This design comes from an exercise in tuning for small area, a short achievable clock period and few clock cycles on the open sky130 flow, not from production work. Where RTL was checked, it was by simulation tests only, not by an equivalence proof against the original. Power is estimated from default activity; no workload was simulated.

==> inputs of build 46 <==
## segment_reassembly_engine
module segment_reassembly_engine (
    input  logic              i_clk,
    input  logic              i_rst_n,
    input  logic              i_cfg_we,
    input  logic [3:0]        i_cfg_data,
    input  logic              i_in_valid,
    output logic              o_in_ready,
    input  logic [8:0]        i_in_word,
    output logic              o_out_valid,
    input  logic              i_out_ready,
    output logic [57:0]       o_out_word
);
Settings: LEC_CHECK=0, CAP_MARGIN=20, CORE_MARGIN=2, CORE_UTILIZATION=40, SETUP_SLACK_MARGIN=5, SLEW_MARGIN=20; clock period 9.0 ns.
standard.sh (not shown) runs the stock make flow with config.mk's settings and CLKGATE_MAP_FILE= SYNTH_SCRIPT=/design/flow/synth_recipe.tcl, a recipe that flattens the netlist after the stock synthesis.
==> flow/flow/run.sh <==
#!/bin/bash
# standard layout, with timing repair aiming at a larger setup margin
set -euo pipefail
bash standard.sh SETUP_SLACK_MARGIN=5.7 finish > standard_flow.log 2>&1
==> inputs of build 37, as changes to build 46 <==
--- a/flow/design.v
+++ b/flow/design.v
@@ -41,17 +41,17 @@
     output logic [57:0]       o_out_word
 );
     logic        skid_v;
     logic [8:0]  skid_w;
     logic        h_valid, h_wv, h_bad;
     logic [7:0]  h_data;
-    logic [25:0] h_addr;
     logic [3:0]  r_stream;
     logic [2:0]  hp;           
     logic        match;
     logic        acc_en;       
+    logic        first;        
     logic        s_big;        
     logic [10:0] s;            
     logic [15:0] r_total;      
     logic [15:0] r_size;
     logic [3:0]  r_format;     
     logic        started;
@@ -64,14 +64,14 @@
     logic        restart;      
     logic        busy;
     logic        restart_w;    
     logic [17:0] size3;        
     logic        c_sh, c_id, c_b1, c_b2, c_b3, c_b4, c_bn, c_cin;    
     logic [1023:0] ring;       
-    logic [2:0]  ph;
-    logic [2:0]  clr_cnt;
+    logic [3:0]  ph;
+    logic [3:0]  clr_cnt;
     logic        clr;
     logic        r_hit, r_hv;
     logic        pend_v;
     logic [1:0]  pend_hi;
     logic [8:0]  w;
     logic [7:0]  b;
@@ -89,13 +89,14 @@
     assign is_p5  = !fs && match && (hp == 3'd4);
     assign is_p6  = !fs && match && (hp == 3'd5);
     assign is_pay = !fs && (hp[2:1] == 2'b11);
     assign wv     = is_pay && acc_en && (rem != 16'd0);
     assign o_in_ready = !skid_v;
     assign avail      = skid_v | i_in_valid;
-    assign go         = !busy & avail & (!h_valid | i_out_ready) & !(pend_v & is_p2);
+    assign go         = !busy & avail & (!h_valid | i_out_ready) & !(pend_v & is_p2) &
+                        !(is_p6 & !r_hv);
     always_ff @(posedge i_clk) begin
         if (!i_rst_n) skid_v <= 1'b0;
         else          skid_v <= avail & !go;
         if (!skid_v) skid_w <= i_in_word;
     end
     logic [10:0] cnt_base, cnt_inc;
@@ -106,47 +107,54 @@
     assign tot_eff  = started ? r_total : rem;
     always_ff @(posedge i_clk) begin
         bad_r <= s_big || (s == 11'd0) || (s > 11'd1024) || ({5'd0, s} > tot_eff);
         eq0_r <= ({5'd0, cnt_base} == tot_eff);
         eq1_r <= ({5'd0, cnt_inc} == tot_eff);
     end
-    logic [127:0] taps0, taps4, set_r;
-    logic         tapval, ph_now, pend_fire;
-    logic [7:0]   row_sel;
-    logic [15:0]  col_sel;
+    logic [63:0]  taps [4];
+    logic [63:0]  set_r;
+    logic [3:0]   tapsel;
+    logic [1:0]   tk;
+    logic         tapval, tvalid, ph_now, pend_fire;
+    logic [7:0]   row_sel, col_sel;
     genvar gi;
     generate
-        for (gi = 0; gi < 128; gi++) begin : g_ring
-            assign taps0[gi] = ring[8*gi];
-            assign taps4[gi] = ring[8*gi+4];
-            assign set_r[gi] = row_sel[gi/16] & col_sel[gi%16];
+        for (gi = 0; gi < 64; gi++) begin : g_ring
+            assign taps[0][gi] = ring[16*gi];
+            assign taps[1][gi] = ring[16*gi+12];
+            assign taps[2][gi] = ring[16*gi+8];
+            assign taps[3][gi] = ring[16*gi+4];
+            assign set_r[gi]   = row_sel[gi/8] & col_sel[gi%8];
             always_ff @(posedge i_clk) begin
-                ring[8*gi+7 -: 8] <= {(ring[8*gi] & !clr) | set_r[gi], ring[8*gi+7 -: 7]};
+                ring[16*gi+15 -: 16] <= {(ring[16*gi] & !clr) | set_r[gi], ring[16*gi+15 -: 15]};
             end
         end
     endgenerate
-    assign ph_now    = (ph[1:0] == s[8:7]);
-    assign tapval    = ((ph[2] == s[9]) ? taps0[s[6:0]] : taps4[s[6:0]]) & !clr;
-    assign dup       = r_hv ? r_hit : tapval;
+    assign ph_now    = (ph[1:0] == s[7:6]);
+    assign tk        = ph[3:2] - s[9:8];
+    assign tapsel    = {taps[3][s[5:0]], taps[2][s[5:0]], taps[1][s[5:0]], taps[0][s[5:0]]};
+    assign tvalid    = !clr || ((tk != 2'd0) && (ph[3:2] >= tk));
+    assign tapval    = tapsel[tk] & tvalid;
+    assign dup       = r_hit;
     assign newseg    = !bad_r && !dup;
-    assign pend_fire = pend_v && (ph == {pend_hi, s[7]});
+    assign pend_fire = pend_v && (ph == {pend_hi, s[7:6]});
     always_comb begin
         row_sel = '0;
         col_sel = '0;
-        row_sel[s[6:4]] = pend_fire;
-        col_sel[s[3:0]] = 1'b1;
+        row_sel[s[5:3]] = pend_fire;
+        col_sel[s[2:0]] = 1'b1;
     end
     always_ff @(posedge i_clk) begin
         if (!i_rst_n) begin
-            ph      <= 3'd0;
-            clr_cnt <= 3'd7;
+            ph      <= 4'd0;
+            clr_cnt <= 4'd15;
             clr     <= 1'b1;
             pend_v  <= 1'b0;
         end else begin
-            ph <= ph + 3'd1;
-            if (clr_cnt != 3'd0) clr_cnt <= clr_cnt - 3'd1;
+            ph <= ph + 4'd1;
+            if (clr_cnt != 4'd0) clr_cnt <= clr_cnt - 4'd1;
             else                 clr     <= 1'b0;
             if (go && is_p6 && !bad_r) begin
                 pend_v  <= 1'b1;
                 pend_hi <= s[9:8];
             end else if (pend_fire) begin
                 pend_v  <= 1'b0;
@@ -156,25 +164,29 @@
             r_hv <= 1'b0;
         end else if (ph_now) begin
             r_hv  <= 1'b1;
             r_hit <= tapval;
         end
     end
-    logic        match_n, restart_n, restart_w_n, busy_n, started_n;
+    logic        match_n, restart_n, restart_w_n, busy_n, started_n, first_n;
     logic [3:0]  mstep_n;
     logic [10:0] s_n;
     logic        ld_init, ld_step;
     assign ld_init = !c_sh & !c_id;                
     assign ld_step = c_sh;
     always_comb begin
         match_n   = match;
         restart_n = restart | restart_w;
         restart_w_n = 1'b0;
         busy_n    = busy;
         started_n = started;
         mstep_n   = mstep;
+        first_n   = first;
+        if (go && fs) first_n = 1'b0;
+        if (go && is_p6) first_n = newseg;
+        if (go && wv) first_n = 1'b0;
         s_n       = s;
         if (go && fs) match_n = (b[7:4] == r_stream);
         if (go && is_p1) s_n[10:8] = b[2:0];
         if (go && is_p2) s_n[7:0]  = b;
         if (ld_init && restart) begin
             mstep_n   = 4'b0001;
@@ -245,24 +257,26 @@
             r_format   <= 4'd0;
             r_complete <= 1'b0;
             mstep      <= 4'd0;
             restart    <= 1'b0;
             busy       <= 1'b0;
             h_valid    <= 1'b0;
+            first      <= 1'b0;
             restart_w  <= 1'b0;
             c_sh <= 1'b0; c_id <= 1'b1; c_cin <= 1'b1;
             c_b1 <= 1'b0; c_b2 <= 1'b0; c_b3 <= 1'b0; c_b4 <= 1'b0; c_bn <= 1'b0;
         end else begin
             if (i_cfg_we) r_stream <= i_cfg_data;
             h_valid <= go | (h_valid & !i_out_ready);
             match   <= match_n;
             restart <= restart_n;
             restart_w <= restart_w_n;
             busy    <= busy_n;
             started <= started_n;
             mstep   <= mstep_n;
+            first   <= first_n;
             c_sh <= 1'b0; c_id <= 1'b0; c_cin <= 1'b0;
             c_b1 <= 1'b0; c_b2 <= 1'b0; c_b3 <= 1'b0; c_b4 <= 1'b0; c_bn <= 1'b0;
             if (n_init) begin
                 c_b1 <= (s_n[10:8] == 3'd1);
                 c_b2 <= (s_n[10:8] == 3'd2);
                 c_b3 <= (s_n[10:8] == 3'd3);
@@ -277,13 +291,13 @@
                 c_b1 <= (n_dig == 2'd2);
                 c_b2 <= (n_dig == 2'd3);
                 c_bn <= (n_dig == 2'd0);
                 c_cin <= (n_dig == 2'd0);
             end else begin
                 c_id <= 1'b1;
-                c_cin <= 1'b1;
+                c_cin <= !first_n;
             end
             if (go) begin
                 hp <= hp_n;
                 if (fs) acc_en <= 1'b0;
                 if (fs && (b[7:4] == r_stream) && !started) count[3:0] <= b[3:0];
                 if (is_p1) begin
@@ -307,22 +321,21 @@
                     count      <= newseg ? cnt_inc : cnt_base;
                     r_complete <= newseg ? eq1_r : eq0_r;
                 end
                 if (wv) rem <= rem - 16'd1;
                 h_wv   <= wv;
                 h_data <= wv ? b : 8'd0;
-                h_addr <= wv ? acc : 26'd0;
                 h_bad  <= is_p6 && bad_r;
             end
             if (ld_init) begin
                 if (restart || (go && is_p2 && !restart_w)) acc <= sum;
             end else if (ld_step) begin
                 acc <= sum;
             end else if (go && wv) begin
                 acc <= sum;
             end
         end
     end
     assign o_out_valid = h_valid;
-    assign o_out_word  = {h_wv, h_addr, h_data, started, r_total, r_format,
+    assign o_out_word  = {h_wv, acc & {26{h_wv}}, h_data, started, r_total, r_format,
                           r_complete, h_bad};
 endmodule
==> inputs of trial 31, as changes to build 46 <==
==> flow/run.sh (new file) <==
#!/bin/bash
# synth_recipe.tcl (not shown) runs the flow's synth.tcl, then flattens the netlist and writes it again
# the make line also repeats each setting of config.mk as NAME=value (left out here)
make -C /OpenROAD-flow-scripts/flow DESIGN_CONFIG=/design/flow/config.mk WORK_HOME=/design/flow/orfs CLKGATE_MAP_FILE= SYNTH_SCRIPT=/design/flow/synth_recipe.tcl finish
removed: flow/flow/run.sh
removed: flow/standard.sh
==> comparison <==
- The lowest register-to-register slack belongs to trial 31, the highest to build 37.
- The highest wire length belongs to build 46, the lowest to build 37.
- The highest via count belongs to build 46, the lowest to build 37.
- Setup slack, highest first: build 37, build 46, trial 31.
- Of build 37 and build 46, build 46 has the higher sequential cell count (gap 23).
- Build 46 finished with timing, DRC and antenna clean. Trial 31 passed the timing, DRC and antenna checks. Build 37 ran to the end with no violations.
- Between trial 31 and build 46, the lower critical path depth is in trial 31 (gap 4).
- Synthesized cell count is the same in trial 31 and build 46.
- The highest cell area belongs to build 46, the lowest to build 37.
- Against build 37, the combinational power of build 46 is higher by about 56%.
==> figures <==
| metric | build 46 | trial 31 | build 37 |
|---|---|---|---|
| Outcome | complete, no violations | complete, no violations | complete, no violations |
| R2R Setup Slk | 5420 ps | 5140 ps | 5500 ps |
| Filler instances | 7755 | 7943 | 7334 |
| Path depth of the worst reg2reg path | 14 | 11 | 11 |
| Max-slew headroom at the worst pin | 29.3% | 25.3% | 36.5% |
| Multi-input gate area | 0.00994 sq mm | 0.00928 sq mm | 0.00900 sq mm |
| Placer Congestion | 0.873 | 0.865 | 0.876 |
| Crit Path Class | reg2reg | in2reg | reg2out |
| Total vias in the final route | 22000 | 21300 | 19300 |
| Synth Area in Simple Gates | 7.64% | 7.64% | 6.16% |
| Worst-path clk slew | 70 ps | 60 ps | 60 ps |
| Drt via density | 5.07 | 5.01 | 4.85 |
| Portion of the layout cell area used by clock cells | 9.16% | 9.50% | 9.69% |
| Number of tap instances | 1176 | 1176 | 1144 |
| Final area over synthesized area | 1.226x | 1.178x | 1.214x |
| Final net count | 3146 | 3064 | 2827 |
| Maximum clock frequency | 0.279 GHz | 0.256 GHz | 0.283 GHz |
| Worst-margin pin slew | 1060 ps | 1120 ps | 951 ps |
| DPL Wire Length | 50000 microns | 50300 microns | 43900 microns |
| Clk power | 5.03 mW | 5.00 mW | 4.96 mW |
Testbench counts of build 37, summed over its fixed seeds: cycles 102,196.
Function not checked in build 46 and trial 31: the RTL went through the layout flow alone.

[static timing again, ports no longer ideal]
In the flow no input, the clock included, has a driving cell. The finished layouts below were timed again as built, in two steps.
Step 1: set_driving_cell puts a clkbuf_16 on i_clk and a buf_2 on each other input, an assumption about the parent block.
Step 2 also shifts input and output timing later by t, the mid clock arrival at the registers, as if the neighbouring blocks saw the same clock.
Three values: no drivers, after step 1, after step 2; two values: the first two.
| run | t, ns | setup slack, ns | worst data-port slew with drivers (ns) |
|---|---|---|---|
| build 46 | 0.738 | 5.416 / 5.416 / 4.886 | 0.04 |
| build 37 | 0.736 | 5.463 / 5.399 / 5.043 | 0.04 |
| trial 31 | 0.729 | 5.094 / 5.113 / 4.407 | 0.03 |
After both steps every run listed still meets setup and hold. The setup slack of trial 31, which loses most, moves by +0.019 ns with the drivers and by -0.687 ns with both steps.
